From an optimization exercise on the open Yosys and OpenROAD flow, aimed at small area, a short achievable clock period and few clock cycles per item; shortcuts taken in it are not production practice. The RTL was checked by simulation tests, not by an equivalence proof against the original design. Power is estimated from default activity; no workload was simulated.

==> harbor: inputs <==
==> flow/design.v (excerpt) <==
module open_addressing_hash_table_core (
  input  logic clk,
  input  logic rst,
  input  logic cfg_we,
  input  logic [1:0] cfg_index,
  input  logic [6:0] cfg_data,
  input  logic s_axis_tvalid,
  output logic s_axis_tready,
  input  logic [63:0] s_axis_tdata,
  input  logic s_axis_tuser,
  output logic m_axis_tvalid,
  input  logic m_axis_tready,
  output logic [47:0] m_axis_tdata
);
  localparam int NL = 8;     
  localparam logic [2:0] ST_INSERTED = 3'd0;
  localparam logic [2:0] ST_DUPLICATE = 3'd1;
  localparam logic [2:0] ST_REHASHED = 3'd2;
  localparam logic [2:0] ST_FOUND = 3'd3;
  localparam logic [2:0] ST_NOT_FOUND = 3'd4;
  localparam logic [2:0] ST_FULL = 3'd5;
  localparam logic [111:0] CK = {7'd64, 7'd92, 7'd84, 7'd76, 7'd68, 7'd60, 7'd52, 7'd44, 7'd36, 7'd28, 7'd21, 7'd15, 7'd10, 7'd6, 7'd3, 7'd1};
  localparam logic [95:0] CK11 = {6'd9, 6'd4, 6'd7, 6'd10, 6'd2, 6'd5, 6'd8, 6'd0, 6'd3, 6'd6, 6'd10, 6'd4, 6'd10, 6'd6, 6'd3, 6'd1};
  localparam logic [185:0] RT11 = {6'd1, 6'd6, 6'd3, 6'd7, 6'd9, 6'd10, 6'd5, 6'd8, 6'd4, 6'd2, 6'd1, 6'd6, 6'd3, 6'd7, 6'd9, 6'd10, 6'd5, 6'd8, 6'd4, 6'd2, 6'd1, 6'd6, 6'd3, 6'd7, 6'd9, 6'd10, 6'd5, 6'd8, 6'd4, 6'd2, 6'd1};
  localparam logic [185:0] RT19 = {6'd11, 6'd15, 6'd17, 6'd18, 6'd9, 6'd14, 6'd7, 6'd13, 6'd16, 6'd8, 6'd4, 6'd2, 6'd1, 6'd10, 6'd5, 6'd12, 6'd6, 6'd3, 6'd11, 6'd15, 6'd17, 6'd18, 6'd9, 6'd14, 6'd7, 6'd13, 6'd16, 6'd8, 6'd4, 6'd2, 6'd1};
  ...
==> flow/config.mk <==
export PLATFORM = sky130hd
export DESIGN_NAME = open_addressing_hash_table_core
export DESIGN_NICKNAME = open_addressing_hash_table_core
export VERILOG_FILES = /design/flow/design.v
export SDC_FILE = /design/flow/constraint.sdc
export NUM_CORES = 8
export LEC_CHECK = 0
export CAP_MARGIN = 30
export CORE_MARGIN = 2
export CORE_UTILIZATION = 35
export SLEW_MARGIN = 30
==> flow/constraint.sdc <==
create_clock -name core_clock -period 10.0 [get_ports {clk}]
set_input_delay 2.0000 -clock core_clock [delete_from_list [all_inputs] [get_ports {clk}]]
set_output_delay 2.0000 -clock core_clock [all_outputs]
set_load 0.01 [all_outputs]
run.sh (not shown) runs the stock make flow with config.mk's settings and CLKGATE_MAP_FILE= SYNTH_SCRIPT=/design/flow/synth_recipe.tcl, a recipe that flattens the netlist after the stock synthesis.
==> inputs of indigo, as changes to harbor <==
Settings changed: SETUP_SLACK_MARGIN set to 5, TNS_END_PERCENT set to 100.
==> inputs of nickel, as changes to harbor <==
Settings changed: CAP_MARGIN 30 to 50, SETUP_SLACK_MARGIN set to 4.5, SLEW_MARGIN 30 to 50, TNS_END_PERCENT set to 100.
==> notes <==
nickel completed without violations. harbor finished but failed the layout checks on max-slew violations. indigo completed and failed the layout checks on max-capacitance violations, max-slew violations.
In synthesized cell count, indigo and harbor do not differ.
Total power: nickel > indigo > harbor.
Clock-buffer cell count: nickel is lower than indigo (9).
Against indigo, the global-route usage of harbor is lower by 0.72 points.
In harbor the first-iteration DRC count is lower than in nickel, by about 0.26%.
Core utilization, highest first: indigo, nickel, harbor.
Testbench counts of harbor, summed over its fixed seeds: cycles 20,293, items 9,600.
Testbench counts of indigo, summed over its fixed seeds: cycles 20,293, items 9,600.
Testbench counts of nickel, summed over its fixed seeds: cycles 20,293, items 9,600.

==> inputs of run P <==
Starting RTL as in the previous note.
export LEC_CHECK = 0
export CAP_MARGIN = 50
export CORE_MARGIN = 2
export CORE_UTILIZATION = 35
export SETUP_SLACK_MARGIN = 5
export SLEW_MARGIN = 50
export TNS_END_PERCENT = 100
create_clock -name core_clock -period 10.0 [get_ports {clk}]
==> run H: changes against run P <==
SETUP_SLACK_MARGIN = 4   (was 5)
==> summary.txt <==
item	run P	run H
Run status	complete, no violations	complete, no violations
Launching point of the worst reg2reg path	r4_d[23]	p_kind
Final Core Density	42.85%	41.34%
Switching power	21.59 mW	21.22 mW
Number of design-rule violations left by the first detailed-router iteration	58690	55410
Total Routed Length	2051000 um	1950000 um
Final worst path period share	55.26%	61.56%
Combinational power	13.0 mW	12.4 mW
Met1 track utilization from global routing	48.68%	48.07%
Power share of the clock group	39.1%	39.3%
Crit Path Max Fanout	32	23
End of the critical path	r5_dup	keyS[18][28]
Transition time at the pin with the least slew margin	969.1 ps	1013 ps
Critical Path Slowest Stage Cell	nand4_1	edfxtp_1
Slowest cell delay on critical path	790 ps	530 ps
Internal power	52.07 mW	51.80 mW
Number of detailed-routing iterations run before antenna repair	10	8
Buffers inserted by post-CTS timing repair	360	52
Post-route minimum period	5526 ps	6156 ps
Testbench counts of run P, summed over its fixed seeds: cycles 20,293, items 9,600.
Testbench counts of run H, summed over its fixed seeds: cycles 20,293, items 9,600.

static timing again, ports no longer ideal:
The results above use ideal ports. As a check the final layouts listed here were re-extracted and re-timed, cells and wires unchanged.
Step 1 sets driving cells, clkbuf_16 on the clock port and buf_2 on the other inputs (assumed; they add their load-dependent delay and slew).
Step 2 moves the port delays by t, midway between the first and last clock arrival at a register: inputs arrive t later, outputs are due t later. That takes back most of the time a late clock gives input paths.
a / b / c = no drivers / after step 1 / after step 2; a / b = the first two.
| run | t (ns) | setup WS [ns] | latest minus earliest clock arrival (ns) |
|---|---|---|---|
| harbor | 1.331 | 2.228 / 2.228 / 1.774 | 0.153 / 0.153 |
| indigo | 1.386 | 4.265 / 4.265 / 3.846 | 0.201 / 0.200 |
| nickel | 1.331 | 4.155 / 4.155 / 3.560 | 0.142 / 0.141 |
| run P | 1.334 | 4.474 / 4.474 / 3.958 | 0.135 / 0.136 |
| run H | 1.287 | 3.844 / 3.844 / 3.033 | 0.142 / 0.142 |
The setup slack of run H, which loses most, moves by 0.000 ns with the drivers and by -0.811 ns with both steps.
